Context: an optimization exercise on an open-source flow, tuned for small area and a short achievable clock period. The choices shown serve that exercise and are no tape-out recipe. In this exercise RTL edits were held to simulation tests only and were not proved equivalent to the original. Power figures rest on the tool's default switching activity, not on a simulated workload.

## birch
==> flow/design.v <==
module rf_oai22 (
  input  logic a0, b0, a1, b1,
  output logic y
);
  assign y = ~((a0 | b0) & (a1 | b1));
endmodule
module rf_nor2 (
  input  logic a, b,
  output logic y
);
  assign y = ~(a | b);
endmodule
module rf_nand3 (
  input  logic a, b, c,
  output logic y
);
  assign y = ~(a & b & c);
endmodule
module rf_rddec (
  input  logic [4:0]  addr,
  output logic [31:1] sel_n
);
  logic [3:0] p01, p23;
  logic [1:0] p4;
  for (genvar j = 0; j < 4; j++) begin : g_p
    assign p01[j] = (addr[1:0] == 2'(j));
    assign p23[j] = (addr[3:2] == 2'(j));
  end
  assign p4 = {addr[4], ~addr[4]};
  for (genvar k = 1; k < 32; k++) begin : g_k
    rf_nand3 u_nd (.a (p01[k % 4]), .b (p23[(k / 4) % 4]), .c (p4[k / 16]), .y (sel_n[k]));
  end
endmodule
module rf_nand2 (
  input  logic a, b,
  output logic y
);
  assign y = ~(a & b);
endmodule
module rf_nand4 (
  input  logic a, b, c, d,
  output logic y
);
  assign y = ~(a & b & c & d);
endmodule
module rf_rdport #(
  parameter int W = 33
) (
  input  logic [31:1]        sel_n,
  input  logic [31:1][W-1:0] ent_n,
  output logic [W-1:0]       dout,
  output logic [1:0]         top_grp    
);
  for (genvar b = 0; b < W; b++) begin : g_bit
    logic [15:0] y;
    logic [7:0]  z;
    logic [1:0]  w;
    for (genvar g = 0; g < 15; g++) begin : g_grp
      rf_oai22 u_oai (
        .a0 (sel_n[2*g+1]), .b0 (ent_n[2*g+1][b]),
        .a1 (sel_n[2*g+2]), .b1 (ent_n[2*g+2][b]),
        .y  (y[g])
      );
    end
    rf_nor2 u_nor15 (.a (sel_n[31]), .b (ent_n[31][b]), .y (y[15]));
    for (genvar j = 0; j < 8; j++) begin : g_z
      rf_nor2 u_z (.a (y[2*j]), .b (y[2*j+1]), .y (z[j]));
    end
    for (genvar j = 0; j < 2; j++) begin : g_w
      rf_nand4 u_w (.a (z[4*j]), .b (z[4*j+1]), .c (z[4*j+2]), .d (z[4*j+3]), .y (w[j]));
    end
    assign dout[b] = |w;
    if (b == W - 1) begin : g_top
      assign top_grp = w;
    end
  end
endmodule
module regfile_sb #(
  parameter int DATA_W = 32,
  parameter int ADDR_W = 5
) (
  input  logic              clk,
  input  logic              reset,
  input  logic              rg_wrt_en,
  input  logic [ADDR_W-1:0] rg_wrt_addr,
  input  logic [DATA_W-1:0] rg_wrt_data,
  input  logic [ADDR_W-1:0] rg_rd_addr1,
  input  logic [ADDR_W-1:0] rg_rd_addr2,
  output logic [DATA_W-1:0] rg_rd_data1,
  output logic [DATA_W-1:0] rg_rd_data2,
  input  logic              sb_set_en,
  input  logic [ADDR_W-1:0] sb_set_addr,
  output logic              rd_busy1,
  output logic              rd_busy2,
  output logic              stall,
  output logic [ADDR_W:0]   pend_cnt
);
  localparam int DEPTH = 2**ADDR_W;
  logic [DEPTH-1:1][DATA_W:0] ent_n;     
  logic [DEPTH-1:1]           busy_n;
  logic [DEPTH-1:1]           wr_hit, set_hit, ld;
  logic [DEPTH-1:1]           sel1_n, sel2_n;
  logic [DATA_W-1:0]          wr_data_n;
  logic [ADDR_W:0]            pend_cnt_q;
  assign wr_data_n = ~rg_wrt_data | {DATA_W{reset}};
  rf_rddec u_dec1 (.addr (rg_rd_addr1), .sel_n (sel1_n));
  rf_rddec u_dec2 (.addr (rg_rd_addr2), .sel_n (sel2_n));
  for (genvar i = 1; i < DEPTH; i++) begin : g_ent
    assign wr_hit[i]  = rg_wrt_en && (rg_wrt_addr == ADDR_W'(i));
    assign set_hit[i] = sb_set_en && (sb_set_addr == ADDR_W'(i));
    assign ld[i]      = reset || wr_hit[i];
    logic [DATA_W-1:0] data_n_q;
    logic              busy_n_q;
    always_ff @(posedge clk) begin
      if (ld[i]) data_n_q <= wr_data_n;
    end
    always_ff @(posedge clk) begin
      if (reset)           busy_n_q <= 1'b1;
      else if (set_hit[i]) busy_n_q <= 1'b0;
      else if (wr_hit[i])  busy_n_q <= 1'b1;
    end
    assign busy_n[i] = busy_n_q;
    assign ent_n[i]  = {busy_n_q, data_n_q};
  end
  logic [1:0] bgrp1, bgrp2;
  rf_rdport #(.W(DATA_W + 1)) u_rd1 (
    .sel_n   (sel1_n),
    .ent_n   (ent_n),
    .dout    ({rd_busy1, rg_rd_data1}),
    .top_grp (bgrp1)
  );
  rf_rdport #(.W(DATA_W + 1)) u_rd2 (
    .sel_n   (sel2_n),
    .ent_n   (ent_n),
    .dout    ({rd_busy2, rg_rd_data2}),
    .top_grp (bgrp2)
  );
  logic nb1, nb2;
  rf_nor2  u_st1 (.a (bgrp1[0]), .b (bgrp1[1]), .y (nb1));
  rf_nor2  u_st2 (.a (bgrp2[0]), .b (bgrp2[1]), .y (nb2));
  rf_nand2 u_st  (.a (nb1), .b (nb2), .y (stall));
  logic inc, dec;
  assign inc = |(set_hit & busy_n);
  assign dec = |(wr_hit & ~busy_n & ~set_hit);
  always_ff @(posedge clk) begin
    if (reset)            pend_cnt_q <= '0;
    else if (inc && !dec) pend_cnt_q <= pend_cnt_q + 1'b1;
    else if (dec && !inc) pend_cnt_q <= pend_cnt_q - 1'b1;
  end
  assign pend_cnt = pend_cnt_q;
endmodule
==> flow/config.mk <==
export PLATFORM = sky130hd
export DESIGN_NAME = regfile_sb
export DESIGN_NICKNAME = regfile_sb
export VERILOG_FILES = /design/flow/design.v
export SDC_FILE = /design/flow/constraint.sdc
export NUM_CORES = 4
export LEC_CHECK = 0
export CAP_MARGIN = 20
export CORE_MARGIN = 2
export CORE_UTILIZATION = 40
export CTS_CLUSTER_DIAMETER = 80
export CTS_CLUSTER_SIZE = 24
export SETUP_SLACK_MARGIN = 2.0
export SLEW_MARGIN = 20
export SYNTH_HIERARCHICAL = 1
==> flow/constraint.sdc <==
create_clock -name core_clock -period 6.5 [get_ports {clk}]
set_input_delay 1.3000 -clock core_clock [delete_from_list [all_inputs] [get_ports {clk}]]
set_output_delay 1.3000 -clock core_clock [all_outputs]
set_load 0.01 [all_outputs]
standard.sh (not shown) runs the stock make flow with config.mk's settings and CLKGATE_MAP_FILE= SYNTH_SCRIPT=/design/flow/synth_recipe.tcl, a recipe that flattens the netlist after the stock synthesis.
==> flow/flow/run.sh <==
#!/bin/bash
# Standard layout (bash standard.sh), with two changes to how it is made:
#  - port buffers are sky130_fd_sc_hd__buf_2 (buffer_ports otherwise picks a
#    delay cell), so timing repair starts from a plain buffer on every port;
#  - sizing may swap cells of a different footprint (MATCH_CELL_FOOTPRINT=0).
# Synthesis, floorplan, power grid, tap cells, CTS and routing are otherwise
# the standard flow's. The make output goes to make.log in the work folder;
# each ORFS step keeps its own log under orfs/logs.
set -euo pipefail
export BUFFER_PORTS_ARGS="-buffer_cell sky130_fd_sc_hd__buf_2"
sed 's#"\${@:-finish}"#MATCH_CELL_FOOTPRINT=0 "${@:-finish}"#' standard.sh > std_fp.sh
grep -q 'MATCH_CELL_FOOTPRINT=0' std_fp.sh
bash std_fp.sh finish > make.log 2>&1
test -s out/final.def
The following lists how cedar was set up differently from birch:
==> flow/design.v <==
module rf_oai22 (
  input  logic a0, b0, a1, b1,
  output logic y
);
  assign y = ~((a0 | b0) & (a1 | b1));
endmodule
module rf_nor2 (
  input  logic a, b,
  output logic y
);
  assign y = ~(a | b);
endmodule
module rf_nand4 (
  input  logic a, b, c, d,
  output logic y
);
  assign y = ~(a & b & c & d);
endmodule
module rf_rdport #(
  parameter int W = 33
) (
  input  logic [31:1]        sel_n,
  input  logic [31:1][W-1:0] ent_n,
  output logic [W-1:0]       dout
);
  for (genvar b = 0; b < W; b++) begin : g_bit
    logic [15:0] y;
    logic [7:0]  z;
    logic [1:0]  w;
    for (genvar g = 0; g < 15; g++) begin : g_grp
      rf_oai22 u_oai (
        .a0 (sel_n[2*g+1]), .b0 (ent_n[2*g+1][b]),
        .a1 (sel_n[2*g+2]), .b1 (ent_n[2*g+2][b]),
        .y  (y[g])
      );
    end
    rf_nor2 u_nor15 (.a (sel_n[31]), .b (ent_n[31][b]), .y (y[15]));
    for (genvar j = 0; j < 8; j++) begin : g_z
      rf_nor2 u_z (.a (y[2*j]), .b (y[2*j+1]), .y (z[j]));
    end
    for (genvar j = 0; j < 2; j++) begin : g_w
      rf_nand4 u_w (.a (z[4*j]), .b (z[4*j+1]), .c (z[4*j+2]), .d (z[4*j+3]), .y (w[j]));
    end
    assign dout[b] = |w;
  end
endmodule
module regfile_sb #(
  parameter int DATA_W = 32,
  parameter int ADDR_W = 5
) (
  input  logic              clk,
  input  logic              reset,
  input  logic              rg_wrt_en,
  input  logic [ADDR_W-1:0] rg_wrt_addr,
  input  logic [DATA_W-1:0] rg_wrt_data,
  input  logic [ADDR_W-1:0] rg_rd_addr1,
  input  logic [ADDR_W-1:0] rg_rd_addr2,
  output logic [DATA_W-1:0] rg_rd_data1,
  output logic [DATA_W-1:0] rg_rd_data2,
  input  logic              sb_set_en,
  input  logic [ADDR_W-1:0] sb_set_addr,
  output logic              rd_busy1,
  output logic              rd_busy2,
  output logic              stall,
  output logic [ADDR_W:0]   pend_cnt
);
  localparam int DEPTH = 2**ADDR_W;
  logic [DEPTH-1:1][DATA_W:0] ent_n;     
  logic [DEPTH-1:1]           busy_n;
  logic [DEPTH-1:1]           wr_hit, set_hit, ld;
  logic [DEPTH-1:1]           sel1_n, sel2_n;
  logic [DATA_W-1:0]          wr_data_n;
  logic [ADDR_W:0]            pend_cnt_q;
  assign wr_data_n = ~rg_wrt_data | {DATA_W{reset}};
  for (genvar i = 1; i < DEPTH; i++) begin : g_ent
    assign wr_hit[i]  = rg_wrt_en && (rg_wrt_addr == ADDR_W'(i));
    assign set_hit[i] = sb_set_en && (sb_set_addr == ADDR_W'(i));
    assign ld[i]      = reset || wr_hit[i];
    assign sel1_n[i]  = (rg_rd_addr1 != ADDR_W'(i));
    assign sel2_n[i]  = (rg_rd_addr2 != ADDR_W'(i));
    logic [DATA_W-1:0] data_n_q;
    logic              busy_n_q;
    always_ff @(posedge clk) begin
      if (ld[i]) data_n_q <= wr_data_n;
    end
    always_ff @(posedge clk) begin
      if (reset)           busy_n_q <= 1'b1;
      else if (set_hit[i]) busy_n_q <= 1'b0;
      else if (wr_hit[i])  busy_n_q <= 1'b1;
    end
    assign busy_n[i] = busy_n_q;
    assign ent_n[i]  = {busy_n_q, data_n_q};
  end
  rf_rdport #(.W(DATA_W + 1)) u_rd1 (
    .sel_n (sel1_n),
    .ent_n (ent_n),
    .dout  ({rd_busy1, rg_rd_data1})
  );
  rf_rdport #(.W(DATA_W + 1)) u_rd2 (
    .sel_n (sel2_n),
    .ent_n (ent_n),
    .dout  ({rd_busy2, rg_rd_data2})
  );
  assign stall = rd_busy1 | rd_busy2;
  logic inc, dec;
  assign inc = |(set_hit & busy_n);
  assign dec = |(wr_hit & ~busy_n & ~set_hit);
  always_ff @(posedge clk) begin
    if (reset)            pend_cnt_q <= '0;
    else if (inc && !dec) pend_cnt_q <= pend_cnt_q + 1'b1;
    else if (dec && !inc) pend_cnt_q <= pend_cnt_q - 1'b1;
  end
  assign pend_cnt = pend_cnt_q;
endmodule
### Flow results
- [compare] base=birch new=cedar: count of clock-buffer cells in the layout rose by 2, compound-gate portion of the synthesized area stayed essentially flat, total iterations of the first detailed-routing run rose by 1, clock network power share stayed essentially flat.
- Higher pin slew with the least headroom to its limit goes to birch over cedar.
- The worst path arrival time of cedar exceeds that of birch by 0.02 ns.
- Compared with birch, cedar shows power higher by 0.48%.
- Cmp cedar vs birch: global routing usage on met2 higher in cedar
- Comparing cedar and birch, the higher share of cell area taken by multi-input logic gates was measured on cedar.

[re-timing with driven ports]
The flow's constraints put no driver on any port. The routed layouts listed below were extracted and timed again, unchanged, in two steps. Step 1, drivers: a clkbuf_16 drives clk and a buf_2 each remaining input, both assumed. Step 2 also shifts input and output timing later by t, the mid clock arrival at the registers, as if the neighbouring blocks saw the same clock. Three values: ideal ports, drivers, drivers and shift; two values: the first two.
run | shift t [ns] | setup slack, ns | worst setup path at the end | worst data-port slew with drivers (ns) | pins driven straight from the clock port
birch | 0.746 | 1.878 / 1.672 / 1.581 | input to register | 0.23 | 1
cedar | 0.744 | 1.859 / 1.712 / 1.447 | input to register | 0.15 | 1
After both steps every run listed still meets setup and hold. For cedar, which loses most, drivers alone change the setup slack by -0.147 ns; drivers and shift together by -0.412 ns.
